This is an optimization exercise on Yosys and OpenROAD, whose aim is small area, a short achievable clock period and few clock cycles, not a production implementation.
Where RTL was checked, it was by simulation tests only, not by an equivalence proof against the original.
Function not checked in runs 4 and 5: the RTL went through the layout flow alone.
In every run shown here, the design's own scripts or RTL, not TritonCTS, make the clock network.
The clock port is modelled as an ideal driver, which makes a skipped or thinned clock tree look cheaper than it is; a real chip needs a root buffer or a tree.
Power figures rest on the tool's default switching activity, not on a simulated workload.

==> flow/design.v <==
package conv_feed_pkg;
    localparam int PIX_W        = 8;
    localparam int PIX_PER_WORD = 8;
    localparam int SRAM_W       = PIX_W * PIX_PER_WORD;
    localparam int WIN_ROWS     = 3;
    localparam int TAPS         = WIN_ROWS * WIN_ROWS;
    localparam int DIM_W        = 8;
    localparam int COL_W        = $clog2(PIX_PER_WORD);
    localparam logic [1:0] SLOT_ABOVE = 2'd0;
    localparam logic [1:0] SLOT_BELOW = 2'd2;
    typedef logic signed [PIX_W-1:0] pixel_t;
    typedef logic [SRAM_W-1:0] sram_word_t;
    typedef struct packed {
        logic [DIM_W-1:0] height;
        logic [DIM_W-1:0] width;
        logic [DIM_W-1:0] channel;
    } geom_t;
    typedef struct packed {
        logic       valid;
        logic [1:0] slot;
        logic       pad;
        logic       col_end;
        logic       run_end;
    } load_t;
    typedef logic [TAPS*PIX_W-1:0] window_t;
    typedef struct packed {
        logic [TAPS-1:0] valid;
        window_t         taps;
        logic            last;
    } feed_t;
    function automatic logic [PIX_W-1:0] pix_at(input logic [SRAM_W-1:0] w, input logic [COL_W-1:0] p);
        pix_at = w[p*PIX_W +: PIX_W];
    endfunction
endpackage
`timescale 1ns/100ps
module delay_line #(
    parameter int W     = 1,
    parameter int DEPTH = 1
) (
    input  logic i_clk,
    input  logic i_rst,
    input  logic [W-1:0] i_d,
    output logic [W-1:0] o_q
);
    if (DEPTH == 0) begin : g_pass
        assign o_q = i_d;
    end else begin : g_chain
        logic [W-1:0] stage [DEPTH];
        always_ff @(posedge i_clk) begin
            if (i_rst) begin
                for (int i = 0; i < DEPTH; i++) begin
                    stage[i] <= '0;
                end
            end else begin
                stage[0] <= i_d;
                for (int i = 1; i < DEPTH; i++) begin
                    stage[i] <= stage[i-1];
                end
            end
        end
        assign o_q = stage[DEPTH-1];
    end
endmodule
`timescale 1ns/100ps
module tap_skew (
    input  logic                      i_clk,
    input  logic                      i_rst,
    input  conv_feed_pkg::window_t    i_win,
    input  logic                      i_win_valid,
    input  logic                      i_win_last,
    output conv_feed_pkg::feed_t      o_feed
);
    localparam int TAPS = conv_feed_pkg::TAPS;
    conv_feed_pkg::window_t taps_d;
    logic [TAPS-1:0]        valid_d;
    logic                   last_d;
    for (genvar k = 0; k < TAPS; k++) begin : g_tap
        delay_line #(
            .W     (conv_feed_pkg::PIX_W),
            .DEPTH (k)
        ) u_pix (
            .i_clk (i_clk),
            .i_rst (i_rst),
            .i_d   (i_win[k*conv_feed_pkg::PIX_W +: conv_feed_pkg::PIX_W]),
            .o_q   (taps_d[k*conv_feed_pkg::PIX_W +: conv_feed_pkg::PIX_W])
        );
        delay_line #(
            .W     (1),
            .DEPTH (k)
        ) u_stb (
            .i_clk (i_clk),
            .i_rst (i_rst),
            .i_d   (i_win_valid),
            .o_q   (valid_d[k])
        );
    end
    delay_line #(
        .W     (1),
        .DEPTH (TAPS - 1)
    ) u_last (
        .i_clk (i_clk),
        .i_rst (i_rst),
        .i_d   (i_win_last),
        .o_q   (last_d)
    );
    assign o_feed = {valid_d, taps_d, last_d};
endmodule
`timescale 1ns/100ps
module window_builder (
    input  logic                          i_clk,
    input  logic                          i_rst,
    input  conv_feed_pkg::load_t          i_tag,
    input  conv_feed_pkg::sram_word_t     i_rd_data,
    output conv_feed_pkg::window_t        o_win,
    output logic                          o_win_valid,
    output logic                          o_win_last
);
    localparam int ROWS  = conv_feed_pkg::WIN_ROWS;
    localparam int COL_W = conv_feed_pkg::COL_W;
    localparam logic [COL_W-1:0] X_LAST = COL_W'(conv_feed_pkg::PIX_PER_WORD - 1);
    conv_feed_pkg::sram_word_t cur  [ROWS];
    conv_feed_pkg::sram_word_t nxt  [ROWS];
    conv_feed_pkg::pixel_t     left [ROWS];
    conv_feed_pkg::window_t    win_next;
    logic             running;
    logic             start_pend;
    logic [COL_W-1:0] x;
    logic             nxt_col_end;
    logic             nxt_run_end;
    logic             cur_col_end;
    logic             cur_run_end;
    logic             shift;
    assign shift = start_pend || (running && x == X_LAST);
    always_comb begin
        win_next = '0;
        for (int i = 0; i < ROWS; i++) begin
            if (x == '0) begin
                win_next[(ROWS*i)*conv_feed_pkg::PIX_W +: conv_feed_pkg::PIX_W] = left[i];
            end else begin
                win_next[(ROWS*i)*conv_feed_pkg::PIX_W +: conv_feed_pkg::PIX_W] = conv_feed_pkg::pix_at(cur[i], x - 1'b1);
            end
            win_next[(ROWS*i+1)*conv_feed_pkg::PIX_W +: conv_feed_pkg::PIX_W] = conv_feed_pkg::pix_at(cur[i], x);
            if (x != X_LAST) begin
                win_next[(ROWS*i+2)*conv_feed_pkg::PIX_W +: conv_feed_pkg::PIX_W] = conv_feed_pkg::pix_at(cur[i], x + 1'b1);
            end else if (!cur_col_end) begin
                win_next[(ROWS*i+2)*conv_feed_pkg::PIX_W +: conv_feed_pkg::PIX_W] = conv_feed_pkg::pix_at(nxt[i], '0);
            end
        end
    end
    always_ff @(posedge i_clk) begin
        if (i_rst) begin
            running     <= 1'b0;
            start_pend  <= 1'b0;
            x           <= '0;
            nxt_col_end <= 1'b0;
            nxt_run_end <= 1'b0;
            cur_col_end <= 1'b0;
            cur_run_end <= 1'b0;
            o_win_valid <= 1'b0;
            o_win_last  <= 1'b0;
        end else begin
            start_pend  <= i_tag.valid && i_tag.slot == conv_feed_pkg::SLOT_BELOW && !running;
            o_win_valid <= running;
            o_win_last  <= running && x == X_LAST && cur_run_end;
            if (i_tag.valid) begin
                nxt_col_end <= i_tag.col_end;
                nxt_run_end <= i_tag.run_end;
            end
            if (start_pend) begin
                running     <= 1'b1;
                x           <= '0;
                cur_col_end <= nxt_col_end;
                cur_run_end <= nxt_run_end;
            end else if (running) begin
                x <= x + 1'b1;
                if (x == X_LAST) begin
                    cur_col_end <= nxt_col_end;
                    cur_run_end <= nxt_run_end;
                    if (cur_col_end) begin
                        running <= 1'b0;
                    end
                end
            end
        end
    end
    always_ff @(posedge i_clk) begin
        if (i_tag.valid) begin
            nxt[i_tag.slot] <= i_tag.pad ? '0 : i_rd_data;
        end
        if (shift) begin
            for (int i = 0; i < ROWS; i++) begin
                cur[i] <= nxt[i];
                if (start_pend || cur_col_end) begin
                    left[i] <= '0;
                end else begin
                    left[i] <= conv_feed_pkg::pix_at(cur[i], X_LAST);
                end
            end
        end
        o_win <= win_next;
    end
endmodule
`timescale 1ns/100ps
module addr_sequencer #(
    parameter int ADDR_W = 16
) (
    input  logic                         i_clk,
    input  logic                         i_rst,
    input  logic                         i_start,
    input  conv_feed_pkg::geom_t         i_geom,
    input  logic                         i_done,
    output logic                         o_rd_en,
    output logic [ADDR_W-1:0]            o_rd_addr,
    output conv_feed_pkg::load_t         o_tag,
    output logic                         o_busy
);
    localparam int CYC_W = conv_feed_pkg::COL_W;
    localparam int DIM_W = conv_feed_pkg::DIM_W;
    localparam logic [CYC_W-1:0] CYC_LAST = CYC_W'(conv_feed_pkg::PIX_PER_WORD - 1);
    localparam logic [CYC_W-1:0] PRE_LAST = CYC_W'(conv_feed_pkg::WIN_ROWS - 1);
    conv_feed_pkg::geom_t geom;
    logic                 busy;
    logic                 active;
    logic                 prefetch;
    logic [CYC_W-1:0]     cyc;
    logic [DIM_W-1:0]     row;
    logic [DIM_W-1:0]     col;
    logic [ADDR_W-1:0]    row_addr;
    logic [3*DIM_W-1:0]   chan_base;
    logic [DIM_W-1:0]     fetch_col;
    logic [1:0]           slot;
    logic [ADDR_W-1:0]    slot_addr;
    logic                 last_col;
    logic                 last_row;
    logic                 fetch;
    logic                 pad;
    logic                 accept;
    assign chan_base = i_geom.channel * i_geom.height * i_geom.width;
    assign accept   = i_start && !o_busy;
    assign last_col = (col == geom.width - 1'b1);
    assign last_row = (row == geom.height - 1'b1);
    assign slot     = cyc[1:0];
    assign fetch_col = prefetch ? '0 : col + 1'b1;
    assign fetch     = active && (prefetch || (cyc <= PRE_LAST && !last_col));
    assign pad = (slot == conv_feed_pkg::SLOT_ABOVE && row == '0) ||
                 (slot == conv_feed_pkg::SLOT_BELOW && last_row);
    always_comb begin
        case (slot)
            conv_feed_pkg::SLOT_ABOVE: slot_addr = row_addr - ADDR_W'(geom.width);
            conv_feed_pkg::SLOT_BELOW: slot_addr = row_addr + ADDR_W'(geom.width);
            default:                   slot_addr = row_addr;
        endcase
    end
    assign o_rd_addr = slot_addr + ADDR_W'(fetch_col);
    assign o_rd_en   = fetch && !pad;
    assign o_busy    = busy && !i_done;
    always_ff @(posedge i_clk) begin
        if (i_rst) begin
            busy     <= 1'b0;
            active   <= 1'b0;
            prefetch <= 1'b0;
            cyc      <= '0;
            row      <= '0;
            col      <= '0;
            o_tag    <= '0;
        end else begin
            o_tag.valid   <= fetch;
            o_tag.slot    <= slot;
            o_tag.pad     <= pad;
            o_tag.col_end <= (fetch_col == geom.width - 1'b1);
            o_tag.run_end <= (fetch_col == geom.width - 1'b1) && last_row;
            if (accept) begin
                busy     <= 1'b1;
                active   <= 1'b1;
                prefetch <= 1'b1;
                cyc      <= '0;
                row      <= '0;
                col      <= '0;
            end else begin
                if (i_done) begin
                    busy <= 1'b0;
                end
                if (active) begin
                    if (prefetch) begin
                        if (cyc == PRE_LAST) begin
                            prefetch <= 1'b0;
                            cyc      <= '0;
                        end else begin
                            cyc <= cyc + 1'b1;
                        end
                    end else if (cyc == CYC_LAST) begin
                        cyc <= '0;
                        if (!last_col) begin
                            col <= col + 1'b1;
                        end else if (last_row) begin
                            active <= 1'b0;
                        end else begin
                            row      <= row + 1'b1;
                            col      <= '0;
                            prefetch <= 1'b1;
                        end
                    end else begin
                        cyc <= cyc + 1'b1;
                    end
                end
            end
        end
    end
    always_ff @(posedge i_clk) begin
        if (accept) begin
            geom     <= i_geom;
            row_addr <= ADDR_W'(chan_base);
        end else if (active && !prefetch && cyc == CYC_LAST && last_col) begin
            row_addr <= row_addr + ADDR_W'(geom.width);
        end
    end
endmodule
`timescale 1ns/100ps
module conv_input_feeder (
    input  logic                          i_clk,
    input  logic                          i_rst,
    input  logic                          i_start,
    input  logic [23:0]                   i_geom,
    output logic                          o_rd_en,
    output logic [15:0]                   o_rd_addr,
    input  logic [63:0]                   i_rd_data,
    output logic [81:0]                   o_feed,
    output logic                          o_busy,
    output logic                          o_done
);
    logic        busy;
    logic        idle;        
    logic        done;
    logic        mode_a;      
    logic        mode_b;      
    logic        b_first;     
    logic [2:0]  p8;
    logic [7:0]  g_h;         
    logic [7:0]  g_c;         
    logic [15:0] raddr;       
    logic        op_clr;      
    logic        op_prod;
    logic        op_run;
    logic        op_neg;
    logic        op_cin;
    logic        gen;         
    logic [7:0]  cw;          
    logic        row0;        
    logic        z2;          
    logic [3:1]  ed;          
    logic [7:6]  ed_hi;
    logic [8:1]  vd;          
    logic [8:0]  en;          
    logic        last;        
    logic [31:0] s0, s2;      
    logic [15:0] s1;
    logic        accept;
    logic        e0;
    logic        z2_nx;
    logic        busy_nx;
    logic        a_last;      
    logic        b_last;      
    logic        gen_go;      
    logic        mode_a_nx;
    logic        mode_b_nx;
    logic [2:0]  p8_nx;
    logic [7:0]  cw_dec;
    logic [7:0]  hbits;       
    logic [7:0]  wbits;       
    logic [15:0] mcand;       
    logic [15:0] add_a;
    logic [15:0] add_b;
    logic [16:0] raddr_sum;
    logic [31:0] half;
    logic [15:0] quarter;
    logic        half_hi;     
    logic        q_hi;
    assign accept    = i_start && idle;
    assign last      = vd[8] && !vd[7];
    assign e0        = gen ? (p8 == 3'd7 && cw == 8'd0) : 1'b1;
    assign z2_nx     = (p8 == 3'd6) ? (g_h == 8'd1) : z2;
    assign busy_nx   = accept || (busy && !last);
    assign cw_dec    = cw - 8'd1;
    assign hbits     = s2[31:24];
    assign wbits     = g_c;
    assign mcand     = s0[31:16];
    assign a_last    = mode_a && hbits[7:1] == 7'd0;
    assign b_last    = mode_b && wbits[7:1] == 7'd0;
    assign mode_a_nx = accept || (mode_a && !a_last);
    assign mode_b_nx = a_last || (mode_b && !b_last);
    assign gen_go    = !gen &&
                       ((mode_a && ((hbits[7:1] == 7'd1 && wbits[7:1] == 7'd0) ||
                                    (hbits[7:1] == 7'd0 && wbits[7:1] <= 7'd1))) ||
                        (mode_b && wbits[7:3] == 5'd0 && wbits[2]));
    assign p8_nx     = gen_go ? 3'd0 : p8 + 3'd1;
    always_ff @(posedge i_clk) begin
        if (i_rst) begin
            busy    <= 1'b0;
            idle    <= 1'b1;
            done    <= 1'b0;
            mode_a  <= 1'b0;
            mode_b  <= 1'b0;
            gen     <= 1'b0;
            vd      <= '0;
        end else begin
            busy    <= busy_nx;
            idle    <= !busy_nx;
            done    <= last;
            vd      <= {vd[7:1], gen};
            mode_a  <= mode_a_nx;
            mode_b  <= mode_b_nx;
            if (gen_go) begin
                gen <= 1'b1;
            end else if (gen && p8 == 3'd7 && cw == 8'd0 && g_h == 8'd1) begin
                gen <= 1'b0;
            end
        end
    end
    always_ff @(posedge i_clk) begin
        p8      <= p8_nx;
        b_first <= a_last;
        if (idle) begin
            g_h <= i_geom[23:16];
        end else if (gen && p8 == 3'd7 && cw == 8'd0) begin
            g_h <= g_h - 8'd1;
        end
        if (idle) begin
            g_c <= i_geom[15:8];
        end else if (b_last) begin
            g_c <= cw;
        end else if (mode_b) begin
            g_c <= {1'b0, g_c[7:1]};
        end
        if (idle) begin
            cw <= i_geom[15:8];
        end else if (gen_go) begin
            cw <= cw_dec;
        end else if (gen && p8 == 3'd7) begin
            cw <= (cw == 8'd0) ? g_c : cw_dec;
        end
        op_clr  <= accept || (a_last && !wbits[0]);
        op_prod <= (accept && i_geom[16]) || (mode_a && !a_last && hbits[1]) ||
                   (mode_b && !b_last && wbits[1]);
        op_run  <= !mode_a_nx && !mode_b_nx && !(gen && !vd[1]);
        op_neg  <= p8_nx[0] ^ p8_nx[1];
        op_cin  <= !mode_a_nx && !mode_b_nx && !(gen && !vd[1]) &&
                   (p8_nx == 3'd0 || p8_nx == 3'd1 || p8_nx == 3'd3 ||
                    p8_nx == 3'd4 || p8_nx == 3'd6);
        raddr <= raddr_sum[16:1];
    end
    assign add_a = raddr & {16{!op_clr}};
    assign add_b = ({16{op_prod}} & mcand)
                 | ({16{op_run}} & ({{8{op_neg}}, g_c ^ {8{op_neg}}}));
    assign raddr_sum = {add_a, 1'b1} + {add_b, op_cin};
    assign o_rd_addr = raddr;
    assign o_rd_en   = busy;       
    always_ff @(posedge i_clk) begin
        if (gen_go) begin
            row0 <= 1'b1;
        end else if (gen && p8 == 3'd7 && cw == 8'd0) begin
            row0 <= 1'b0;
        end
        ed    <= {ed[2:1], e0};
        ed_hi <= {ed_hi[6], !en[5]};
        if (p8 == 3'd6) z2 <= (g_h == 8'd1);
        en[0] <= !(e0    || row0);
        en[1] <= !row0;
        en[2] <= !(ed[1] || row0);
        en[3] <= !ed[3];
        en[4] <= 1'b1;
        en[5] <= en[3];
        en[6] <= !(ed_hi[6] || z2_nx);
        en[7] <= 1'b1;           
        en[8] <= !(ed_hi[7] || z2_nx);
    end
    assign half_hi = ^p8;          
    assign q_hi    = !p8[1];
    assign half    = half_hi ? i_rd_data[63:32] : i_rd_data[31:0];
    assign quarter = q_hi ? half[31:16] : half[15:0];
    always_ff @(posedge i_clk) begin
        s1[15:8] <= quarter[15:8];
        s1[7:0]  <= p8[0] ? quarter[7:0] : s1[15:8];
        if (idle)                  s0[31:16] <= {8'd0, i_geom[7:0]};
        else if (mode_b && b_first) s0[31:16] <= {raddr[14:0], 1'b0};
        else if (mode_a || mode_b) s0[31:16] <= {mcand[14:0], 1'b0};
        else begin
            s0[31:24] <= half[31:24];
            if (p8[1:0] == 2'd0) s0[23:16] <= half[23:16];
            else                 s0[23:16] <= s0[31:24];
        end
        if (p8[1:0] == 2'd0) s0[15:0] <= half[15:0];
        else                 s0[15:0] <= s0[23:8];
        if (idle)        s2[31:24] <= i_geom[23:16];
        else if (mode_a) s2[31:24] <= {1'b0, hbits[7:1]};
        else             s2[31:24] <= half[31:24];
        if (p8[1:0] == 2'd2) s2[23:0] <= half[23:0];
        else                 s2[23:0] <= s2[31:8];
    end
    logic [71:0] taps;
    always_comb begin
        for (int j = 0; j < 3; j++) begin
            taps[(0+j)*8 +: 8] = s0[7:0] & {8{en[0+j]}};
            taps[(3+j)*8 +: 8] = s1[7:0] & {8{en[3+j]}};
            taps[(6+j)*8 +: 8] = s2[7:0] & {8{(j == 1) ? !z2 : en[6+j]}};
        end
    end
    assign o_feed = {vd, gen, taps, last};
    assign o_busy = busy;
    assign o_done = done;
endmodule
==> flow/flow/run.sh <==
#!/bin/bash
# The standard layout (standard.sh, unchanged synthesis) with two changes:
#  - the port buffers are buf_1 instead of the delay cells buffer_ports
#    picks by default;
#  - clock tree: manual_cts.tcl replaces TritonCTS's H-tree with a balanced
#    two-level tree (the port drives 4 clkbuf_8, each driving 2 clkbuf_16
#    that drive one eighth of the registers, split by position), and
#    before it the gates that drive output port buffers, the flip-flops
#    feeding those gates, and flip-flops with a large fanout get a larger
#    drive strength.
# The tool output goes to standard.log in this folder.
set -euo pipefail
here=$(pwd)
{
  echo 'export BUFFER_PORTS_ARGS = -buffer_cell sky130_fd_sc_hd__buf_1'
  echo "export PRE_CTS_TCL = $here/flow/manual_cts.tcl"
  echo 'export MAN_CTS_LEAVES = 8'
  echo 'export MAN_CTS_MIDS = 4'
  echo 'export MAN_CTS_LEAF_CELL = sky130_fd_sc_hd__clkbuf_16'
  echo 'export MAN_CTS_MID_CELL = sky130_fd_sc_hd__clkbuf_8'
  echo 'export MAN_SIZE_OUTPUTS = 1'
  echo 'export MAN_OUT_BUF = sky130_fd_sc_hd__buf_1'
} >> "$FLOW_CONFIG"
bash standard.sh > standard.log 2>&1
==> flow/flow/manual_cts.tcl <==
# Sourced by ORFS's cts.tcl (PRE_CTS_TCL). Replaces clock_tree_synthesis:
# the registers' clock pins are split by position into MAN_CTS_LEAVES groups
# (halving along the longer side), each driven by a MAN_CTS_LEAF_CELL at the
# group's centre; the clock port drives MAN_CTS_MIDS MAN_CTS_MID_CELL
# buffers, each driving an equal share of the leaf buffers (or, with no
# mids, the leaves directly). Every register sees the same two buffer
# levels. TritonCTS builds a deeper H-tree for a design this small.

# Split the sinks into n groups of near-equal size: halve the count of
# groups, cut the sinks sorted along the longer side in that ratio, recurse.
proc man_cts_groups {g n} {
  if {$n <= 1} { return [list $g] }
  set xs {}; set ys {}
  foreach s $g { lappend xs [lindex $s 1]; lappend ys [lindex $s 2] }
  set dx [expr {[tcl::mathfunc::max {*}$xs] - [tcl::mathfunc::min {*}$xs]}]
  set dy [expr {[tcl::mathfunc::max {*}$ys] - [tcl::mathfunc::min {*}$ys]}]
  set key [expr {$dx >= $dy ? 1 : 2}]
  set sorted [lsort -real -index $key $g]
  set n1 [expr {$n / 2}]
  set cut [expr {([llength $sorted] * $n1) / $n}]
  set a [lrange $sorted 0 [expr {$cut - 1}]]
  set b [lrange $sorted $cut end]
  return [concat [man_cts_groups $a $n1] [man_cts_groups $b [expr {$n - $n1}]]]
}

proc man_cts_build {nleaf nmid leaf_cell mid_cell} {
  set block [ord::get_db_block]
  set clk_net [$block findNet i_clk]
  set leaf_master [[ord::get_db] findMaster $leaf_cell]
  set mid_master [[ord::get_db] findMaster $mid_cell]
  set sinks {}
  foreach it [$clk_net getITerms] {
    set inst [$it getInst]
    set box [$inst getBBox]
    set x [expr {([$box xMin] + [$box xMax]) / 2.0}]
    set y [expr {([$box yMin] + [$box yMax]) / 2.0}]
    lappend sinks [list $it $x $y]
  }
  puts "manual cts: [llength $sinks] clock sinks"
  set groups [man_cts_groups $sinks $nleaf]
  # leaves at their group centres; with nmid > 0, groups of leaves share a
  # mid buffer driven by the port, else the port drives the leaves
  set leaves {}
  set i 0
  foreach g $groups {
    set sx 0.0; set sy 0.0
    foreach s $g { set sx [expr {$sx + [lindex $s 1]}]; set sy [expr {$sy + [lindex $s 2]}] }
    set cx [expr {int($sx / [llength $g])}]
    set cy [expr {int($sy / [llength $g])}]
    set inst [odb::dbInst_create $block $leaf_master "clkbuf_man_$i"]
    set net [odb::dbNet_create $block "clknet_man_$i"]
    $net setSigType CLOCK
    [$inst findITerm X] connect $net
    foreach s $g {
      set it [lindex $s 0]
      $it disconnect
      $it connect $net
    }
    $inst setLocation $cx $cy
    $inst setPlacementStatus PLACED
    lappend leaves [list $inst $cx $cy]
    puts "manual cts: clkbuf_man_$i drives [llength $g] sinks at ($cx, $cy)"
    incr i
  }
  if {$nmid == 0} {
    foreach l $leaves { [[lindex $l 0] findITerm A] connect $clk_net }
    return
  }
  set nl [llength $leaves]
  for {set m 0} {$m < $nmid} {incr m} {
    set part [lrange $leaves [expr {($m * $nl) / $nmid}] [expr {(($m + 1) * $nl) / $nmid - 1}]]
    set sx 0.0; set sy 0.0
    foreach l $part { set sx [expr {$sx + [lindex $l 1]}]; set sy [expr {$sy + [lindex $l 2]}] }
    set cx [expr {int($sx / [llength $part])}]
    set cy [expr {int($sy / [llength $part])}]
    set inst [odb::dbInst_create $block $mid_master "clkbuf_man_mid_$m"]
    set net [odb::dbNet_create $block "clknet_man_mid_$m"]
    $net setSigType CLOCK
    [$inst findITerm A] connect $clk_net
    [$inst findITerm X] connect $net
    foreach l $part { [[lindex $l 0] findITerm A] connect $net }
    $inst setLocation $cx $cy
    $inst setPlacementStatus PLACED
    puts "manual cts: clkbuf_man_mid_$m drives [llength $part] leaves at ($cx, $cy)"
  }
}

rename clock_tree_synthesis orfs_clock_tree_synthesis
proc clock_tree_synthesis {args} {
  if {[info exists ::env(MAN_SIZE_OUTPUTS)] && $::env(MAN_SIZE_OUTPUTS)} { man_size_outputs }
  man_cts_build $::env(MAN_CTS_LEAVES) $::env(MAN_CTS_MIDS) $::env(MAN_CTS_LEAF_CELL) $::env(MAN_CTS_MID_CELL)
}

# Output paths: where a gate drives an output port buffer, upsize the port
# buffer (to MAN_OUT_BUF), the gate and the flip-flops feeding the gate;
# also flip-flops with a large fanout (drive strength only; the cell
# functions stay).
proc man_upsize {inst from to} {
  set m [$inst getMaster]
  if {[$m getName] eq $from} {
    set nm [[ord::get_db] findMaster $to]
    $inst swapMaster $nm
    return 1
  }
  return 0
}

proc man_driver_inst {iterm} {
  set net [$iterm getNet]
  if {$net eq "NULL" || $net eq ""} { return "" }
  foreach it [$net getITerms] {
    if {[$it isOutputSignal]} { return [$it getInst] }
  }
  return ""
}

proc man_size_outputs {} {
  set block [ord::get_db_block]
  set n 0
  foreach bt [$block getBTerms] {
    if {[$bt getIoType] ne "OUTPUT"} { continue }
    set net [$bt getNet]
    set buf ""
    foreach it [$net getITerms] { if {[$it isOutputSignal]} { set buf [$it getInst] } }
    if {$buf eq ""} { continue }
    set g [man_driver_inst [$buf findITerm A]]
    if {$g eq ""} { continue }
    set gm [[$g getMaster] getName]
    if {[string match *dfxtp_* $gm]} { continue }
    if {$::env(MAN_OUT_BUF) ne ""} {
      incr n [man_upsize $buf sky130_fd_sc_hd__buf_1 $::env(MAN_OUT_BUF)]
    }
    incr n [man_upsize $g sky130_fd_sc_hd__and2_1 sky130_fd_sc_hd__and2_2]
    incr n [man_upsize $g sky130_fd_sc_hd__nor2_1 sky130_fd_sc_hd__nor2_2]
    foreach it [$g getITerms] {
      if {![$it isInputSignal]} { continue }
      set f [man_driver_inst $it]
      if {$f eq ""} { continue }
      incr n [man_upsize $f sky130_fd_sc_hd__dfxtp_1 sky130_fd_sc_hd__dfxtp_2]
    }
  }
  puts "manual sizing: $n cells upsized on output paths"
  # flip-flops driving many loads
  set n 0
  foreach inst [$block getInsts] {
    set m [[$inst getMaster] getName]
    if {![string match *__dfxtp_* $m]} { continue }
    set q [$inst findITerm Q]
    set net [$q getNet]
    if {$net eq "NULL" || $net eq ""} { continue }
    set fo [expr {[llength [$net getITerms]] - 1}]
    if {$fo >= 12} {
      incr n [man_upsize $inst sky130_fd_sc_hd__dfxtp_1 sky130_fd_sc_hd__dfxtp_4]
      incr n [man_upsize $inst sky130_fd_sc_hd__dfxtp_2 sky130_fd_sc_hd__dfxtp_4]
    } elseif {$fo >= 6} {
      incr n [man_upsize $inst sky130_fd_sc_hd__dfxtp_1 sky130_fd_sc_hd__dfxtp_2]
    }
  }
  puts "manual sizing: $n flip-flops with large fanout upsized"
}
==> flow/standard.sh <==
#!/bin/bash
# synth_recipe.tcl (not shown) runs the flow's synth.tcl, then flattens the netlist and writes it again
# the make line also repeats each setting of config.mk as NAME=value (left out here)
make -C /OpenROAD-flow-scripts/flow DESIGN_CONFIG=/design/flow/config.mk WORK_HOME=/design/flow/orfs CLKGATE_MAP_FILE= SYNTH_SCRIPT=/design/flow/synth_recipe.tcl "${@:-finish}"
==> flow/config.mk <==
export PLATFORM = sky130hd
export DESIGN_NAME = conv_input_feeder
export DESIGN_NICKNAME = conv_input_feeder
export VERILOG_FILES = /design/flow/design.v
export SDC_FILE = /design/flow/constraint.sdc
export NUM_CORES = 4
export LEC_CHECK = 0
export CAP_MARGIN = 20
export CORE_MARGIN = 2
export CORE_UTILIZATION = 60
export GPL_TIMING_DRIVEN = 0
export SLEW_MARGIN = 20
export BUFFER_PORTS_ARGS = -buffer_cell sky130_fd_sc_hd__buf_1
export PRE_CTS_TCL = /design/flow/flow/manual_cts.tcl
export MAN_CTS_LEAVES = 8
export MAN_CTS_MIDS = 4
export MAN_CTS_LEAF_CELL = sky130_fd_sc_hd__clkbuf_16
export MAN_CTS_MID_CELL = sky130_fd_sc_hd__clkbuf_8
export MAN_SIZE_OUTPUTS = 1
export MAN_OUT_BUF = sky130_fd_sc_hd__buf_1
==> flow/constraint.sdc <==
create_clock -name core_clock -period 10.0 [get_ports {i_clk}]
set_input_delay 2.0000 -clock core_clock [delete_from_list [all_inputs] [get_ports {i_clk}]]
set_output_delay 2.0000 -clock core_clock [all_outputs]
set_load 0.01 [all_outputs]
==> results.txt, run 1 <==
PD cells=270.1 mW/mm²; Remaining DRCs=0; chip height=around 120 µm; Worst Path Arrival=roughly 3.8 ns; Clk pwr share=0.153; endpoint class of the critical path=flop; outcome=no timing/DRC/antenna violations; pre-CTS setup slack=~6.5 ns; DP Area=approximately 0.0085 mm²; max-cap violations=0; R2R depth=9; Post-synth ARST share=0; post-synthesis sequential area ratio=0.4473; Rel. slew slack=0.4628; CTS resizes=0; drt pass-1 iters=5; crit path kind=reg -> reg; post-CTS setup buffers=0; setup TNS=0 ns; average cell area after synthesis=9.113 µm²; global-route wire length before repair=between 20 and 30 mm; Post-synth EDFFs=24; Reg clk slew, reported paths=approximately 0.090 ns; DRT met1 WL=around 8.3 mm; Cell Int Power=between 1 and 1.5 mW; fillers=around 1,000; minimum clock period=between 3 and 4 ns; chip width=about 120 µm; Detailed Route Iter0 Violations=around 420; CP required=slightly above 10 ns; fraction of layout cells with a size suffix above 1=0.1365; VDD IR max=0.0001968 V; final worst-path cycle share=0.3574; DP HPWL=approximately 16 mm; I/O Buffers=191; final wirelength=about 20 mm; post-route ant nets=0; vias per cell=5.450; wire per inst=~17 µm; standard-cell rows=just over 40; Startpoint Class=flop; latest clock arrival within the worst-skew pair=around 0.29 ns; Die ar.=around 0.014 mm²; final instance area=between 0.008 and 0.009 mm²; number of diodes=0; Pins Over Slew Limit=0; Cell variety after synth=56; CTS Hold Bufs=0; initial antenna violation count=0; metal2 WL=between 9 and 10 mm; pin count of the biggest net entering global routing=21; vias in the first global route=5,885; switching share of power=0.3907; power consumption=approximately 2.4 mW; top sig layer=met4; Mapped Nets=about 950; Leak Pwr=between 3 and 4 nW; # IOs=~190; Synth Register Bits=~160; sw power=a little over 0.9 mW; Post-synth top flop=dfxtp_1; Clock Skews=0.01845 ns; fin worst setup slack=~6.4 ns; Max Fclk=279.8 MHz; min-delay worst type=reg -> reg; unrepaired setup endpoints after global routing=false; Mapped Area=around 0.0076 mm²; Placer Congestion=between 0.9 and 1; DR WL met3=roughly 1.6 mm; Hold Path Depth=0; endpoints failing hold=0; gr usage total=0.2853; Synth warnings=1; core box area=about 0.012 mm²; final setup vio count=0; Seq pwr share=0.398; initial core utilization=0.6067; Logic pwr share=0.450; NumNets Final=1,151; worst slew pin tran=roughly 0.80 ns; Post-Syn Instances=between 800 and 900; via count=approximately 6,600; worst-path maximum fanout=10; GRT Residual Overflow=0; Layout area overhead=17.22%
==> stage by stage <==
stage	hold WS [ns]	utilization	cells
floorplan	0.3096	-	830
global placement	0.3231	0.6815	1193
detailed placement	0.3358	0.6815	1193
CTS	0.3421	0.7112	1205
global route	0.3620	0.7112	1205
finish	0.3536	0.7112	1205
==> routing by layer <==
layer  vias up  GRT usage
met3        46    0.03684
met2       283     0.4884
met5         -          0
met1      3006     0.3714
met4         0     0.1056
li1       3232          -
==> flip-flops by register name, summed over array words and instances (netlist names), 2 cells and up <==
| signal | cells |
|---|---|
| s1 | 16 |
| ed | 3 |
| en | 7 |
| g_h | 8 |
| raddr | 16 |
| cw | 8 |
| s2 | 32 |
| p8 | 3 |
| s0 | 32 |
| ed_hi | 2 |
| g_c | 8 |
| vd | 8 |
==> cells by family after synthesis <==
group,synth area share
and+or+nand+nor,0.1926
AOI/OAI and AO/OA,0.1401
adders and majority gates,0.04235
muxes,0.09132
xor gates and xnor gates,0.04053
DFF,0.4473
buffers and inverters,0.04582
==> power groups by stage <==
stage	logic [mW]	clock network [mW]	registers (mW)
floorplan	0.761	0	0.927
global placement	1.05	0	0.950
detailed placement	1.06	0	0.953
CTS	1.07	0.294	0.967
global route	1.18	0.394	0.971
finish	1.08	0.366	0.952
==> final cells by class <==
| class | instances | area [µm²] | share of cell area |
|---|---|---|---|
| buffer | 62 | 504.2 | 0.05687 |
| multi-input combinational | 597 | 3904 | 0.4403 |
| tap | 172 | 215.2 | 0.02427 |
| inverter | 26 | 97.59 | 0.01101 |
| timing repair buffer | 191 | 716.9 | 0.08086 |
| sequential | 157 | 3428 | 0.3867 |
==> worst paths after layout <==
check / from / endpoint / slack [ns]
min: ed[2] / ed[3] / 0.35
max: p8[1] / s0[24] / 6.43
max reg2reg: p8[1] / s0[24] / 6.43
min reg2reg: ed[2] / ed[3] / 0.35
==> cell usage after synthesis (2+ instances only) <==
cell | number | area [µm²]
nor2b_1 | 33 | 206.5
a21oi_1 | 72 | 360.4
o21ai_1 | 7 | 35.03
nor3_1 | 6 | 30.03
nor4_1 | 3 | 18.77
nand3b_1 | 2 | 15.01
a22o_1 | 8 | 70.07
and2_1 | 59 | 369.1
and3_1 | 2 | 12.51
o31ai_1 | 9 | 67.56
a31oi_1 | 4 | 25.02
xor2_1 | 16 | 140.1
a21boi_0 | 2 | 15.01
a21o_1 | 9 | 67.56
ha_1 | 24 | 300.3
a211oi_1 | 2 | 15.01
or2_2 | 3 | 18.77
buf_2 | 4 | 20.02
nand2_1 | 70 | 262.8
a211o_1 | 2 | 17.52
nand3_1 | 7 | 35.03
mux2_2 | 8 | 90.09
dfxtp_1 | 133 | 2663
nor2_1 | 92 | 345.3
mux2i_1 | 60 | 600.6
a221oi_1 | 8 | 70.07
clkbuf_1 | 31 | 116.4
nand2b_1 | 5 | 31.28
and2_2 | 2 | 15.01
xnor2_1 | 19 | 166.4
o21ai_0 | 35 | 175.2
edfxtp_1 | 24 | 720.7
o22ai_1 | 7 | 43.79
buf_4 | 13 | 97.59
inv_1 | 25 | 93.84
nand4b_1 | 2 | 17.52
o21a_1 | 3 | 22.52
==> worst max-delay path, cell delays in order (launching register included) <==
cell and delay [ns]:
dfxtp_1 0.37, clkbuf_1 0.50, inv_2 0.28, ha_1 0.39
xnor2_1 0.51, buf_2 0.40, mux2i_1 0.62, nor2_1 0.09
a221oi_1 0.24, nor2_1 0.06
==> cells in the final DEF, fill, tap and decap left out, types with 3 or more instances in the layout <==
cell	Yosys	layout
buf_4	13	13
edfxtp_1	24	24
a22o_1	8	8
o21a_1	3	3
nand2_1	70	70
and2_1	59	3
a221oi_1	8	8
nor2b_1	33	33
nor3_1	6	6
clkbuf_8	0	4
dfxtp_1	133	97
o31ai_1	9	9
ha_1	24	24
a21oi_1	72	72
a31oi_1	4	4
a21o_1	9	9
o22ai_1	7	7
and2_2	2	58
nor4_1	3	3
mux2_2	8	8
inv_1	25	25
clkbuf_16	0	8
buf_1	1	192
o21ai_0	35	35
dfxtp_2	0	36
clkbuf_1	31	31
xnor2_1	19	19
xor2_1	16	16
nand3_1	7	7
or2_2	3	3
o21ai_1	7	7
mux2i_1	60	60
nand2b_1	5	5
nor2_1	92	92
buf_2	4	4
Testbench counts, summed over its fixed seeds: cycles 58,026.
==> inputs of run 2 (changes only) <==
--- a/flow/config.mk
+++ b/flow/config.mk
@@ -8,7 +8,6 @@
 export CAP_MARGIN = 20
 export CORE_MARGIN = 2
 export CORE_UTILIZATION = 60
-export GPL_TIMING_DRIVEN = 0
 export SLEW_MARGIN = 20
 export BUFFER_PORTS_ARGS = -buffer_cell sky130_fd_sc_hd__buf_1
 export PRE_CTS_TCL = /design/flow/flow/manual_cts.tcl
==> run 2 against run 1 <==
  * Area after synthesis did not move
  * Power fell by 1.6%
  * Via count fell by 1.1%
  * Worst setup slack improved by 0.56 ns
  * Cell count fell by 3.8%
  * Sequential cell count did not move
  * Utilization fell by 1.6 points
  * Cell area fell by 2.2%
  * Critical path type is now reg -> out
  * Largest cell class unchanged
  * Highest routed layer unchanged
==> results.txt, run 2 <==
# IOs=192 (unchanged); largest cells by area after synthesis=dfxtp_1 (35%), edfxtp_1 (9.5%), mux2i_1 (7.9%); drt pass-1 iters=5 (unchanged); final design utilization=0.6953 (-0.01596); end of the critical path=o_feed[72]; initial core utilization=0.6067 (unchanged); core box area=0.01247 mm² (unchanged); vias per cell=5.604 (+2.8%); fin worst setup slack=6.981 ns (+0.5553 ns); CP Cell Sequence=and2_2, buf_1; Worst Setup SP=en[8]; vias in the first global route=5,817 (-1.2%); endpoints failing hold=0 (unchanged); PD cells=271.8 mW/mm² (+0.64%); CTS resizes=0 (unchanged); min-delay worst type=reg -> reg; Reg clk slew, reported paths=0.08 ns (about the same); Post-synth top flop=dfxtp_1; R2R depth=9 (unchanged); gr usage total=0.2845 (-0.0008514); Synth area leader=dfxtp_1; number of diodes=0 (unchanged); Die ar.=0.01352 mm² (unchanged); Startpoint Class=flop; wire per inst=17.67 µm (+4.4%); final wirelength=20.48 mm (+0.40%); latest clock arrival within the worst-skew pair=0.29 ns (about the same); pin count of the biggest net entering global routing=78 (+270%); Detailed Route Iter0 Violations=436 (+3.3%); I/O Buffers=191 (unchanged); GRT Residual Overflow=0 (unchanged); Max Fclk=331.3 MHz (+18%); worst-path maximum fanout=8 (-2); post-CTS setup buffers=0 (unchanged); Remaining DRCs=0 (unchanged); standard-cell rows=41 (unchanged); R2R Setup Slk=7.23 ns (+0.80 ns); outcome=no timing/DRC/antenna violations; Leak Pwr=3.636 nW (-2.6%); commonest non-fill, non-tap cell in the layout=buf_1; final worst-path cycle share=0.3019 (-0.05553); Yosys top cell area share=0.3520 (unchanged); chip height=116.3 µm (unchanged); Synth Register Bits=157 (unchanged); DP HPWL=15.74 mm (-0.65%); Layout area overhead=14.59%; top flop regs=s0: 32 flops, s2: 32 flops; worst slew pin tran=0.8653 ns (+0.06159 ns); setup TNS=0 ns (unchanged); endpoint class of the critical path=output port; CP required=8.00 ns (-2.17 ns); Mapped Area=0.007564 mm² (unchanged); CP max-delay cell=dfxtp_2; Pins Over Slew Limit=0 (unchanged); power consumption=2.356 mW (-1.6%); NumNets Final=1,105 (-4.0%); unrepaired setup endpoints after global routing=false; CP max stage delay=0.42 ns (-0.20 ns); VDD IR max=0.0001529 V (-22%); Post-synth ARST share=0 (unchanged); global-route wire length before repair=30.14 mm (+1.0%); Post-Syn Instances=830 (unchanged); initial antenna violation count=1 (+1); reg-to-reg startpoint=g_c[1]; Mapped Nets=946 (unchanged); Synth warnings=1 (unchanged); ranking of synthesized cells by instance count=dfxtp_1 (133), nor2_1 (92), a21oi_1 (72); Placer Congestion=0.8942 (-3.5%); chip width=116.3 µm (unchanged); fraction of layout cells with a size suffix above 1=0.1358 (-0.0007307); via count=6,495 (-1.1%); average cell area after synthesis=9.113 µm² (unchanged); final setup vio count=0 (unchanged); Clock Skews=0.01708 ns (-0.001369 ns); highest-count cells in the layout ignoring fill and taps=buf_1 (191), nor2_1 (92), dfxtp_1 (91); pre-CTS setup slack=6.969 ns (+0.4895 ns); Post-synth EDFFs=24 (unchanged); Rel. slew slack=0.4216 (-0.04117); crit path kind=reg -> out; final instance area=0.008667 mm² (-2.2%); minimum clock period=3.019 ns (-0.5553 ns); DP Area=0.008285 mm² (-2.5%); Reg-to-Reg End=raddr[11]; Cell variety after synth=56 (unchanged); post-synthesis sequential area ratio=0.4473 (unchanged); Worst Path Arrival=1.02 ns (-2.73 ns); max-cap violations=0 (unchanged); most frequent cell after synthesis=dfxtp_1; post-route ant nets=0 (unchanged); CTS Hold Bufs=0 (unchanged)
run 2: cell counts after synthesis:
No cell type changed its count.
run 2: report_power, final:
part           leakage, nW  internal (mW)  switching, mW
logic                 2.14          0.416          0.588
registers             1.36          0.839          0.148
clock network        0.127          0.180          0.186
run 2: final cells by class:
type,count,area [µm²]
repair buffers,195,747.0
well taps,172,215.2
fillers,1051,3799
flip-flops and latches,157,3441
plain buffers,12,255.2
multi-input cells,597,3911
inverters,26,97.59
run 2: how the worst min path moves through the flow:
stage,slack [ns],end,cells after the start,startpoint
after floorplan,0.31,ed[3],0,ed[2]
after global placement,0.32,ed[3],0,ed[2]
after detailed placement,0.33,ed[3],0,ed[2]
after CTS,0.33,ed[3],0,ed[2]
after global routing,0.35,ed[3],0,ed[2]
final,0.34,ed[3],0,ed[2]
run 2: logic make-up (layout without fill, tap and decap cells):
| kind of cell | count (synthesis) | count (layout) | synth area share |
|---|---|---|---|
| adder cells (fa/ha/maj) | 25 | 25 | 0.04235 |
| multiplexers | 68 | 68 | 0.09132 |
| AND/OR/NAND/NOR | 293 | 293 | 0.1926 |
| AO/OA/AOI/OAI | 176 | 176 | 0.1401 |
| buffers and inverters | 76 | 233 | 0.04582 |
| flip-flops | 157 | 157 | 0.4473 |
| XOR/XNOR | 35 | 35 | 0.04053 |
run 2: per-stage QoR:
step / std cells / hold slack [ns]
6_report: 1159 / 0.3437
3_3_place_gp: 1147 / 0.3162
5_1_grt: 1159 / 0.3542
2_1_floorplan: 830 / 0.3096
3_5_place_dp: 1147 / 0.3312
4_1_cts: 1159 / 0.3309
run 2: metal layers:
metal / global-route usage / share of wire
met5: 0 / 0
met4: 0.05952 / 0.022
met3: 0.02076 / 0.065
met2: 0.5159 / 0.49
met1: 0.3744 / 0.42
run 2: critical path: cells and delay by family (launching register included):
family                 cells  cell delay [ns]
flip-flops                 1             0.42
AND/OR/NAND/NOR            1             0.17
buffers and inverters      1             0.16
==> inputs of run 3 (changes only) <==
--- a/flow/flow/manual_cts.tcl
+++ b/flow/flow/manual_cts.tcl
@@ -136,7 +136,7 @@
       if {![$it isInputSignal]} { continue }
       set f [man_driver_inst $it]
       if {$f eq ""} { continue }
-      incr n [man_upsize $f sky130_fd_sc_hd__dfxtp_1 sky130_fd_sc_hd__dfxtp_2]
+      incr n [man_upsize $f sky130_fd_sc_hd__dfxtp_1 sky130_fd_sc_hd__dfxtp_4]
     }
   }
   puts "manual sizing: $n cells upsized on output paths"
==> run 3 against run 2 <==
  * Die area stayed put
  * Still clean on timing, DRC and antenna
  * Largest power group is now sequential cells
  * First-iteration DRC count is 26% higher
  * Critical path type unchanged
  * Hold slack worse by 0.00096 ns
  * Wire length is 0.69% lower
  * Combinational power hardly changed
==> results.txt, run 3 <==
Synth warnings=1 (unchanged); CP required=8.00 ns (about the same); Synth Register Bits=157 (unchanged); worst slew pin tran=0.8823 ns (+0.01691 ns); most frequent cell after synthesis=dfxtp_1; Detailed Route Iter0 Violations=548 (+26%); drt pass-1 iters=5 (unchanged); Rel. slew slack=0.4103 (-0.01130); Mapped Nets=946 (unchanged); Max Fclk=333.8 MHz (+0.77%); top flop regs=s0: 32 flops, s2: 32 flops; Worst Path Arrival=1.00 ns (-0.02 ns); highest-count cells in the layout ignoring fill and taps=buf_1 (191), nor2_1 (92), dfxtp_1 (91); vias per cell=5.579 (-0.45%); Cell variety after synth=56 (unchanged); I/O Buffers=191 (unchanged); Reg area=0.003521 mm² (+2.3%); final setup vio count=0 (unchanged); final wirelength=20.34 mm (-0.69%); fraction of layout cells with a size suffix above 1=0.1358 (unchanged); standard-cell rows=41 (unchanged); wire per inst=17.55 µm (-0.69%); gr usage total=0.2840 (-0.0004581); area of the multi-input gates=0.003911 mm² (unchanged); routing usage on met1=0.3748 (about the same); GRT busiest layer=met2; initial antenna violation count=1 (unchanged); chip width=116.3 µm (unchanged); Finished Layout Cells=1,159 (unchanged); global-route wire length before repair=30.06 mm (-0.28%); dpl cells=1,147 (unchanged); VDD IR max=0.0001526 V (-0.19%); core box area=0.01247 mm² (unchanged); final worst-path cycle share=0.2996 (-0.002311); post-CTS setup buffers=0 (unchanged); largest cells by area after synthesis=dfxtp_1 (35%), edfxtp_1 (9.5%), mux2i_1 (7.9%); pin count of the biggest net entering global routing=78 (unchanged); CTS resizes=0 (unchanged); ranking of synthesized cells by instance count=dfxtp_1 (133), nor2_1 (92), a21oi_1 (72); minimum clock period=2.996 ns (-0.02311 ns); average cell area after synthesis=9.113 µm² (unchanged); post-synthesis sequential area ratio=0.4473 (unchanged); vias in the first global route=5,792 (-0.43%); final design utilization=0.7017 (+0.006423); Post-synth ARST share=0 (unchanged); Remaining DRCs=0 (unchanged); Reg clk slew, reported paths=0.08 ns (about the same); initial core utilization=0.6067 (unchanged); unrepaired setup endpoints after global routing=false; CP max-delay cell=dfxtp_4; Die ar.=0.01352 mm² (unchanged); latest clock arrival within the worst-skew pair=0.29 ns (about the same); Post-synth EDFFs=24 (unchanged); worst-path maximum fanout=9 (+1); PD cells=270.7 mW/mm² (-0.40%); CP max stage delay=0.40 ns (-0.02 ns); outcome=no timing/DRC/antenna violations; endpoints failing hold=0 (unchanged); setup TNS=0 ns (unchanged); Post-synth top flop=dfxtp_1; commonest non-fill, non-tap cell in the layout=buf_1; Startpoint Class=flop; endpoint class of the critical path=output port; CP Cell Sequence=nor2b_1, buf_1; Crit path buffers/inverters=1 (unchanged); Clock Skews=0.01829 ns (+0.001208 ns); via count=6,466 (-0.45%); DP HPWL=15.74 mm (unchanged); Pins Over Slew Limit=0 (unchanged); # IOs=192 (unchanged); fillers=1,041 (-0.95%); Leak Pwr=3.647 nW (+0.29%); GRT Residual Overflow=0 (unchanged); number of diodes=0 (unchanged); max-cap violations=0 (unchanged); Mapped Area=0.007564 mm² (unchanged); post-route ant nets=0 (unchanged); NumNets Final=1,105 (unchanged); Placer Congestion=0.8942 (unchanged); grt met3 use=0.02024 (-0.0005189); min-delay worst type=reg -> reg; R2R Setup Slk=7.22 ns (about the same); chip height=116.3 µm (unchanged); CTS Hold Bufs=0 (unchanged); Synth area leader=dfxtp_1; Yosys top cell area share=0.3520 (unchanged); Post-Syn Instances=830 (unchanged); crit path kind=reg -> out; Layout area overhead=15.65%; CP delay by family, top=flip-flops; M2 GR Usage=0.5151 (-0.0007752)
[run 3: layer usage]
layer,vias to the layer above,routed length (µm),share of wire
met5,-,0,0
met4,0,439,0.022
met3,30,1388,0.068
met2,257,10100,0.50
met1,3027,8415,0.41
li1,3152,-,-
[run 3: through the flow]
| step | instance area, µm² | power [mW] | setup slack, ns | hold WS [ns] |
|---|---|---|---|---|
| 5_1_grt | 8747 | 2.514 | 6.954 | 0.3545 |
| 2_1_floorplan | 7564 | 1.688 | 7.325 | 0.3096 |
| 3_3_place_gp | 8285 | 1.944 | 6.966 | 0.3162 |
| 3_5_place_dp | 8285 | 1.972 | 6.969 | 0.3312 |
| 6_report | 8747 | 2.368 | 7.004 | 0.3427 |
| 4_1_cts | 8747 | 2.309 | 6.952 | 0.3315 |
[run 3: cell families (layout without fill, tap and decap cells)]
group | after synthesis | in the layout | share of synthesized area
buffers and inverters | 76 | 233 | 0.04582
muxes | 68 | 68 | 0.09132
adders and majority gates | 25 | 25 | 0.04235
DFF | 157 | 157 | 0.4473
and+or+nand+nor | 293 | 293 | 0.1926
AOI/OAI and AO/OA | 176 | 176 | 0.1401
xor gates and xnor gates | 35 | 35 | 0.04053
[run 3: worst paths after layout]
path	start	to	depth (start not counted)
min	ed[2]	ed[3]	0
min reg2reg	ed[2]	ed[3]	0
max reg2reg	g_c[1]	raddr[11]	9
max	z2	o_feed[60]	2
[run 3: layout make-up]
cell class | count | share of cell area
buffer | 12 | 0.02918
inverter | 26 | 0.01116
multi-input combinational | 597 | 0.4471
sequential | 157 | 0.4025
tap | 172 | 0.02460
timing repair buffer | 195 | 0.08540
[run 3: power by group]
| group | switching, mW | internal [mW] |
|---|---|---|
| clock network | 0.184 | 0.180 |
| registers | 0.147 | 0.856 |
| logic | 0.585 | 0.415 |
| total | 0.917 | 1.45 |
==> inputs of run 4 (changes only) <==
--- a/flow/design.v
+++ b/flow/design.v
@@ -350,10 +350,11 @@
     logic [3:1]  ed;          
     logic [7:6]  ed_hi;
     logic [8:1]  vd;          
-    logic [8:0]  en;          
+    logic [8:0]  mk;          
     logic        last;        
-    logic [31:0] s0, s2;      
-    logic [15:0] s1;
+    logic [31:8] s0, s2;      
+    logic [15:8] s1;
+    logic [7:0]  p0n, p1n, p2n;  
     logic        accept;
     logic        e0;
     logic        z2_nx;
@@ -461,25 +462,23 @@
             row0 <= 1'b0;
         end
         ed    <= {ed[2:1], e0};
-        ed_hi <= {ed_hi[6], !en[5]};
+        ed_hi <= {ed_hi[6], mk[5]};
         if (p8 == 3'd6) z2 <= (g_h == 8'd1);
-        en[0] <= !(e0    || row0);
-        en[1] <= !row0;
-        en[2] <= !(ed[1] || row0);
-        en[3] <= !ed[3];
-        en[4] <= 1'b1;
-        en[5] <= en[3];
-        en[6] <= !(ed_hi[6] || z2_nx);
-        en[7] <= 1'b1;           
-        en[8] <= !(ed_hi[7] || z2_nx);
+        mk[0] <= e0 || row0;
+        mk[1] <= row0;
+        mk[2] <= ed[1] || row0;
+        mk[3] <= ed[3];
+        mk[5] <= mk[3];
+        mk[6] <= ed_hi[6] || z2_nx;
+        mk[8] <= ed_hi[7] || z2_nx;
     end
-    assign half_hi = ^p8;          
-    assign q_hi    = !p8[1];
     assign half    = half_hi ? i_rd_data[63:32] : i_rd_data[31:0];
     assign quarter = q_hi ? half[31:16] : half[15:0];
     always_ff @(posedge i_clk) begin
+        half_hi <= p8_nx == 3'd1 || p8_nx == 3'd2 || p8_nx == 3'd4 || p8_nx == 3'd7;
+        q_hi    <= !p8_nx[1];
         s1[15:8] <= quarter[15:8];
-        s1[7:0]  <= p8[0] ? quarter[7:0] : s1[15:8];
+        p1n      <= ~(p8[0] ? quarter[7:0] : s1[15:8]);
         if (idle)                  s0[31:16] <= {8'd0, i_geom[7:0]};
         else if (mode_b && b_first) s0[31:16] <= {raddr[14:0], 1'b0};
         else if (mode_a || mode_b) s0[31:16] <= {mcand[14:0], 1'b0};
@@ -488,20 +487,22 @@
             if (p8[1:0] == 2'd0) s0[23:16] <= half[23:16];
             else                 s0[23:16] <= s0[31:24];
         end
-        if (p8[1:0] == 2'd0) s0[15:0] <= half[15:0];
-        else                 s0[15:0] <= s0[23:8];
+        if (p8[1:0] == 2'd0) s0[15:8] <= half[15:8];
+        else                 s0[15:8] <= s0[23:16];
+        p0n <= ~((p8[1:0] == 2'd0) ? half[7:0] : s0[15:8]);
         if (idle)        s2[31:24] <= i_geom[23:16];
         else if (mode_a) s2[31:24] <= {1'b0, hbits[7:1]};
         else             s2[31:24] <= half[31:24];
-        if (p8[1:0] == 2'd2) s2[23:0] <= half[23:0];
-        else                 s2[23:0] <= s2[31:8];
+        if (p8[1:0] == 2'd2) s2[23:8] <= half[23:8];
+        else                 s2[23:8] <= s2[31:16];
+        p2n <= ~((p8[1:0] == 2'd2) ? half[7:0] : s2[15:8]);
     end
     logic [71:0] taps;
     always_comb begin
         for (int j = 0; j < 3; j++) begin
-            taps[(0+j)*8 +: 8] = s0[7:0] & {8{en[0+j]}};
-            taps[(3+j)*8 +: 8] = s1[7:0] & {8{en[3+j]}};
-            taps[(6+j)*8 +: 8] = s2[7:0] & {8{(j == 1) ? !z2 : en[6+j]}};
+            taps[(0+j)*8 +: 8] = ~(p0n | {8{mk[0+j]}});
+            taps[(3+j)*8 +: 8] = ~(p1n | {8{(j == 1) ? 1'b0 : mk[3+j]}});
+            taps[(6+j)*8 +: 8] = ~(p2n | {8{(j == 1) ? z2 : mk[6+j]}});
         end
     end
     assign o_feed = {vd, gen, taps, last};
--- a/flow/flow/manual_cts.tcl
+++ b/flow/flow/manual_cts.tcl
@@ -5,6 +5,12 @@
 # buffers, each driving an equal share of the leaf buffers (or, with no
 # mids, the leaves directly). Every register sees the same two buffer
 # levels. TritonCTS builds a deeper H-tree for a design this small.
+proc man_cts_split {items key} {
+  set sorted [lsort -real -index $key $items]
+  set n [llength $sorted]
+  set h [expr {$n / 2}]
+  return [list [lrange $sorted 0 [expr {$h - 1}]] [lrange $sorted $h end]]
+}
 
 # Split the sinks into n groups of near-equal size: halve the count of
 # groups, cut the sinks sorted along the longer side in that ratio, recurse.
@@ -131,12 +137,11 @@
       incr n [man_upsize $buf sky130_fd_sc_hd__buf_1 $::env(MAN_OUT_BUF)]
     }
     incr n [man_upsize $g sky130_fd_sc_hd__and2_1 sky130_fd_sc_hd__and2_2]
-    incr n [man_upsize $g sky130_fd_sc_hd__nor2_1 sky130_fd_sc_hd__nor2_2]
     foreach it [$g getITerms] {
       if {![$it isInputSignal]} { continue }
       set f [man_driver_inst $it]
       if {$f eq ""} { continue }
-      incr n [man_upsize $f sky130_fd_sc_hd__dfxtp_1 sky130_fd_sc_hd__dfxtp_4]
+      incr n [man_upsize $f sky130_fd_sc_hd__dfxtp_1 sky130_fd_sc_hd__dfxtp_2]
     }
   }
   puts "manual sizing: $n cells upsized on output paths"
==> run 4 against run 3 <==
  * Still clean
  * Synthesized cell count is 3.6% higher
  * Critical path depth unchanged
  * Cell area grew 0.82%
  * First-iteration DRC count is 9.5% higher
  * Area after synthesis grew 3.0%
  * Power is 5.2% lower
  * Critical path type unchanged
  * Largest power group unchanged
==> results.txt, run 4 <==
VDD IR max=0.0001521 V (-0.32%); Layout area overhead=13.18%; Pins Over Slew Limit=0 (unchanged); standard-cell rows=41 (unchanged); R2R Setup Slk=7.21 ns (about the same); post-CTS setup buffers=0 (unchanged); core box area=0.01267 mm² (+1.6%); multiplexer share of the synthesized area=0.08833 (-0.002990); CP Cell Sequence=nor2_1, buf_1; min-delay worst type=reg -> reg; XOR/XNOR share of the synthesized area=0.03485 (-0.005681); NumNets Final=1,134 (+2.6%); setup TNS=0 ns (unchanged); final setup vio count=0 (unchanged); Post-synth top flop=dfxtp_1; ranking of synthesized cells by instance count=dfxtp_1 (135), nor2_1 (118), nand2_1 (86); CP required=8.00 ns (about the same); I/O Buffers=191 (unchanged); initial core utilization=0.6149 (+0.008146); dpl cells=1,173 (+2.3%); via count=6,894 (+6.6%); Post-synth ARST share=0 (unchanged); Cell variety after synth=67 (+20%); GRT Residual Overflow=0 (unchanged); top flop regs=s0: 24 flops, s2: 24 flops, raddr: 16 flops; CP delay by family, top=flip-flops; pin count of the biggest net entering global routing=78 (unchanged); drt pass-1 iters=6 (+1); chip width=118.0 µm (+1.4%); worst slew pin tran=1.031 ns (+0.1486 ns); Detailed Route Iter0 Violations=600 (+9.5%); Die ar.=0.01391 mm² (+2.9%); Post-synth EDFFs=24 (unchanged); initial antenna violation count=1 (unchanged); vias in the first global route=6,467 (+12%); wire per inst=18.36 µm (+4.6%); Max Fclk=327.5 MHz (-1.9%); Clock Skews=0.01833 ns (+0.00003440 ns); Reg clk slew, reported paths=0.07 ns (about the same); Synth Register Bits=159 (+1.3%); gr usage total=0.3002 (+0.01621); final worst-path cycle share=0.3053 (+0.005755); crit path kind=reg -> out; fraction of layout cells with a size suffix above 1=0.08885 (-0.04692); PD cells=254.6 mW/mm² (-6.0%); CTS Hold Bufs=0 (unchanged); global-route wire length before repair=34.10 mm (+13%); endpoints failing hold=0 (unchanged); Synth area leader=dfxtp_1; compound-gate portion of the synthesized area=0.1704 (+0.03027); DP HPWL=16.62 mm (+5.6%); Crit path buffers/inverters=1 (unchanged); CP max stage delay=0.37 ns (-0.03 ns); largest cells by area after synthesis=dfxtp_1 (35%), edfxtp_1 (9.3%), nor2_1 (5.7%); minimum clock period=3.053 ns (+0.05755 ns); Placer Congestion=0.9571 (+7.0%); CP max-delay cell=dfxtp_2; adder-cell share of the synthesized area=0.04593 (+0.003580); Startpoint Class=flop; average cell area after synthesis=9.060 µm² (-0.58%); CTS resizes=0 (unchanged); vias per cell=5.813 (+4.2%); Post-Syn Instances=860 (+3.6%); chip height=118.0 µm (+1.4%); Yosys top cell area share=0.3469 (-0.005150); fillers=1,053 (+1.2%); post-synthesis sequential area ratio=0.4394 (-0.007935); final wirelength=21.78 mm (+7.1%); outcome=no timing/DRC/antenna violations; Leak Pwr=3.662 nW (+0.42%); largest family of logic cells by synthesized area=simple AND/OR/NAND/NOR gates; Remaining DRCs=0 (unchanged); endpoint class of the critical path=output port; Mapped Nets=979 (+3.5%); commonest non-fill, non-tap cell in the layout=buf_1; simple-gate share of the synthesized area=0.1770 (-0.01558); Rel. slew slack=0.3102 (-0.1001); unrepaired setup endpoints after global routing=false; Finished Layout Cells=1,186 (+2.3%); latest clock arrival within the worst-skew pair=0.30 ns (about the same); # IOs=192 (unchanged); worst-path maximum fanout=8 (-1); Synth warnings=1 (unchanged); Worst Path Arrival=1.05 ns (+0.05 ns); post-route ant nets=0 (unchanged); highest-count cells in the layout ignoring fill and taps=buf_1 (191), nor2_1 (118), dfxtp_1 (91); max-cap violations=0 (unchanged); Mapped Area=0.007791 mm² (+3.0%); most frequent cell after synthesis=dfxtp_1
-- run 4: changes by cell type after synthesis, sizes merged, moves of 9 or more --
cell,previous run,this run
nor3,6,19
and2,61,5
o21ai,42,52
nand2,70,86
nor2b,33,24
mux2i,60,44
nor2,93,119
-- run 4: through the flow --
step / hold slack, ns / power [mW] / setup WS [ns] / util / cell area, µm²
after global placement: 0.3118 / 1.815 / 7.036 / 0.6707 / 8498
after global routing: 0.3433 / 2.376 / 6.937 / 0.6960 / 8818
final: 0.3287 / 2.245 / 6.947 / 0.6960 / 8818
after CTS: 0.3120 / 2.170 / 6.975 / 0.6958 / 8816
after floorplan: 0.3096 / 1.596 / 7.325 / - / 7791
after detailed placement: 0.3121 / 1.855 / 6.983 / 0.6707 / 8498
-- run 4: final timing paths --
path,startpoint,to,cells past startpoint
worst min register to register,ed[3],mk[3],0
worst min-delay path,ed[3],mk[3],0
worst max register to register,g_c[3],raddr[14],8
worst max-delay path,mk[0],o_feed[8],2
-- run 4: layout make-up --
| cell class | count | area (µm²) | area share |
|---|---|---|---|
| sequential | 159 | 3488 | 0.3956 |
| buffer | 12 | 255.2 | 0.02894 |
| multi-input combinational | 624 | 4024 | 0.4563 |
| timing repair buffer | 195 | 747.0 | 0.08470 |
| antenna | 1 | 2.502 | 0.0002838 |
| tap | 172 | 215.2 | 0.02440 |
| inverter | 23 | 86.33 | 0.009790 |
-- run 4: logic make-up after synthesis --
family | Yosys count
buffers and inverters | 77
multiplexers | 58
AND/OR/NAND/NOR | 298
AO/OA/AOI/OAI | 209
adder cells (fa/ha/maj) | 28
XOR/XNOR | 31
flip-flops | 159
-- run 4: routing by layer --
metal	share of wire	up-vias	global-route usage
met5	0	-	0
met4	0.035	0	0.09789
met3	0.065	50	0.02665
met2	0.48	340	0.5225
met1	0.42	3183	0.3944
li1	-	3321	-
-- run 4: power by group --
part	total, mW	switching (mW)	leakage (nW)	internal, mW
Combinational	0.850	0.482	2.16	0.368
Clock	0.370	0.190	0.127	0.180
Sequential	1.02	0.163	1.38	0.862
Total	2.24	0.835	3.66	1.41
-- run 4: worst register-to-register path: cells and delay by family (launching register included) --
kind            cells  cell delay [ns]
fa+ha+maj           1             0.32
xor+xnor            1             0.19
compound gates      5             1.48
flops               1             0.49
simple gates        1             0.19
==> inputs of run 5 (changes only) <==
--- a/flow/flow/manual_cts.tcl
+++ b/flow/flow/manual_cts.tcl
@@ -137,6 +137,7 @@
       incr n [man_upsize $buf sky130_fd_sc_hd__buf_1 $::env(MAN_OUT_BUF)]
     }
     incr n [man_upsize $g sky130_fd_sc_hd__and2_1 sky130_fd_sc_hd__and2_2]
+    incr n [man_upsize $g sky130_fd_sc_hd__nor2_1 sky130_fd_sc_hd__nor2_2]
     foreach it [$g getITerms] {
       if {![$it isInputSignal]} { continue }
       set f [man_driver_inst $it]
==> run 5 against run 4 <==
  * Maximum frequency rose by 0.38%
  * Area after synthesis did not move
  * Clock skew barely moved
  * Critical path depth did not move
  * Register-to-register slack barely moved
  * Cell area rose by 1.8%
  * Die area did not move
  * Still clean on timing, DRC and antenna
  * Global-route usage rose by 0.30 points
==> results.txt, run 5 <==
worst slew pin tran=1.071 ns (+0.04034 ns); Critical Path Stages=2 (unchanged); minimum clock period=3.042 ns (-0.01161 ns); Finished Layout Cells=1,186 (unchanged); GRT busiest layer=met2; initial antenna violation count=1 (unchanged); CP max stage delay=0.42 ns (+0.05 ns); Startpoint Class=flop; Mapped Nets=979 (unchanged); final instance area=0.008979 mm² (+1.8%); Rel. slew slack=0.2832 (-0.02699); core box area=0.01267 mm² (unchanged); post-route ant nets=0 (unchanged); routing usage on met1=0.3978 (+0.003413); Synth Register Bits=159 (unchanged); vias per cell=5.795 (-0.30%); Yosys top cell area share=0.3469 (unchanged); reg-to-reg startpoint=g_c[3]; post-CTS setup buffers=0 (unchanged); pre-CTS setup slack=6.983 ns (unchanged); Layout area overhead=15.24%; power consumption=2.279 mW (+1.5%); CP delay by family, top=flip-flops; final wirelength=21.94 mm (+0.73%); endpoints failing hold=0 (unchanged); Placer Congestion=0.9571 (unchanged); Pins Over Slew Limit=0 (unchanged); # IOs=192 (unchanged); Detailed Route Iter0 Violations=557 (-7.2%); global-route wire length before repair=34.42 mm (+0.95%); CP required=8.00 ns (about the same); final setup vio count=0 (unchanged); post-synthesis sequential area ratio=0.4394 (unchanged); wire per inst=18.50 µm (+0.73%); Synth warnings=1 (unchanged); Post-synth ARST share=0 (unchanged); highest-count cells in the layout ignoring fill and taps=buf_1 (191), dfxtp_1 (91), nand2_1 (86); grt met3 use=0.02665 (unchanged); Max Fclk=328.8 MHz (+0.38%); chip width=118.0 µm (unchanged); dpl cells=1,173 (unchanged); drt pass-1 iters=5 (-1); vias in the first global route=6,477 (+0.15%); Worst Setup SP=mk[8]; CTS Hold Bufs=0 (unchanged); chip height=118.0 µm (unchanged); Cell variety after synth=67 (unchanged); unrepaired setup endpoints after global routing=false; CTS resizes=0 (unchanged); final design utilization=0.7086 (+0.01264); Reg clk slew, reported paths=0.08 ns (about the same); Reg-to-Reg End=raddr[14]; Leak Pwr=3.651 nW (-0.30%); Worst Path Arrival=1.04 ns (about the same); VDD IR max=0.0001525 V (+0.25%); CP max-delay cell=dfxtp_2; Die ar.=0.01391 mm² (unchanged); I/O Buffers=191 (unchanged); Post-synth EDFFs=24 (unchanged); via count=6,873 (-0.30%); Post-synth top flop=dfxtp_1; pin count of the biggest net entering global routing=78 (unchanged); Post-Syn Instances=860 (unchanged); gr usage total=0.3032 (+0.003009); WHS=0.3289 ns (+0.0001650 ns); initial core utilization=0.6149 (unchanged); Mapped Area=0.007791 mm² (unchanged); fin worst setup slack=6.958 ns (+0.01161 ns); Clock Skews=0.01834 ns (+0.00001710 ns); most frequent cell after synthesis=dfxtp_1; GRT Residual Overflow=0 (unchanged); R2R Setup Slk=7.21 ns (about the same); average cell area after synthesis=9.060 µm² (unchanged); setup TNS=0 ns (unchanged); fraction of layout cells with a size suffix above 1=0.1520 (+0.06318); end of the critical path=o_feed[67]; DP Area=0.008498 mm² (unchanged); Crit path buffers/inverters=1 (unchanged); ranking of synthesized cells by instance count=dfxtp_1 (135), nor2_1 (118), nand2_1 (86); Remaining DRCs=0 (unchanged); commonest non-fill, non-tap cell in the layout=buf_1; top flop regs=s0: 24 flops, s2: 24 flops, raddr: 16 flops; Hold Path Depth=0 (unchanged); PD cells=253.8 mW/mm² (-0.31%); CP Cell Sequence=nor2_2, buf_1; crit path kind=reg -> out; largest cells by area after synthesis=dfxtp_1 (35%), edfxtp_1 (9.3%), nor2_1 (5.7%); max-cap violations=0 (unchanged); R2R depth=8 (unchanged); standard-cell rows=41 (unchanged); min-delay worst type=reg -> reg; latest clock arrival within the worst-skew pair=0.30 ns (about the same); M2 GR Usage=0.5313 (+0.008721); worst-path maximum fanout=8 (unchanged); endpoint class of the critical path=output port; outcome=no timing/DRC/antenna violations; NumNets Final=1,134 (unchanged); DP HPWL=16.62 mm (unchanged); final worst-path cycle share=0.3042 (-0.001161); Synth area leader=dfxtp_1
[run 5: power breakdown]
group | internal, mW | switching [mW]
registers | 0.863 | 0.186
logic | 0.376 | 0.484
clock network | 0.180 | 0.190
total | 1.42 | 0.860
[run 5: cell type report]
class	count	area, µm²
well taps	172	215.2
fillers	1021	3692
multi-input cells	624	4184
repair buffers	195	747.0
diodes	1	2.502
plain buffers	12	255.2
flip-flops and latches	159	3488
inverters	23	86.33
[run 5: worst register-to-register path, stage by stage, from the launching register on]
cell      delay (ns)
edfxtp_1        0.49
xor2_1          0.19
a22o_1          0.21
ha_1            0.32
and2_1          0.19
a221o_1         0.40
o31a_1          0.40
o311ai_0        0.38
a311oi_1        0.09
[run 5: cells by family after synthesis]
family / share of synthesized area
simple gates: 0.1770
fa+ha+maj: 0.04593
compound gates: 0.1704
flops: 0.4394
mux: 0.08832
xor+xnor: 0.03485
buf+inv: 0.04416
[run 5: worst min-delay path by stage]
stage | from | to
after floorplan | ed[2] | ed[3]
after global placement | ed[3] | mk[3]
after detailed placement | ed[3] | mk[3]
after CTS | ed[3] | mk[3]
after global routing | ed[3] | mk[3]
final | ed[3] | mk[3]
[run 5: layer usage]
metal  share of wire  routed length, µm  up-vias
li1                -                  -     3315
met3           0.060               1325       44
met1            0.42               9279     3208
met4           0.032                710        0
met5               0                  0        -
met2            0.48              10620      306

-- afterwards: timing with drivers on the ports --
No port has a modelled driver above. Below, the same layouts with a new extraction and two added sets of constraints.
Step 1, drivers: a clkbuf_16 drives i_clk and a buf_2 each remaining input, both assumed.
Step 2 times the ports against the registers' clock, not the clock port: input delays grow and output delays shrink by t, the midpoint of the rising clock arrivals with the driver on.
Slacks: no drivers / after step 1 / after step 2; pairs: no drivers / after step 1.
run | shift t [ns] | setup slack, ns
run 1 | 0.356 | 6.426 / 6.426 / 6.426
run 2 | 0.352 | 6.981 / 6.910 / 6.940
run 3 | 0.353 | 7.004 / 6.933 / 6.945
run 4 | 0.363 | 6.947 / 6.869 / 6.947
run 5 | 0.362 | 6.958 / 6.882 / 6.954
After both steps setup and hold are still met in every run listed.
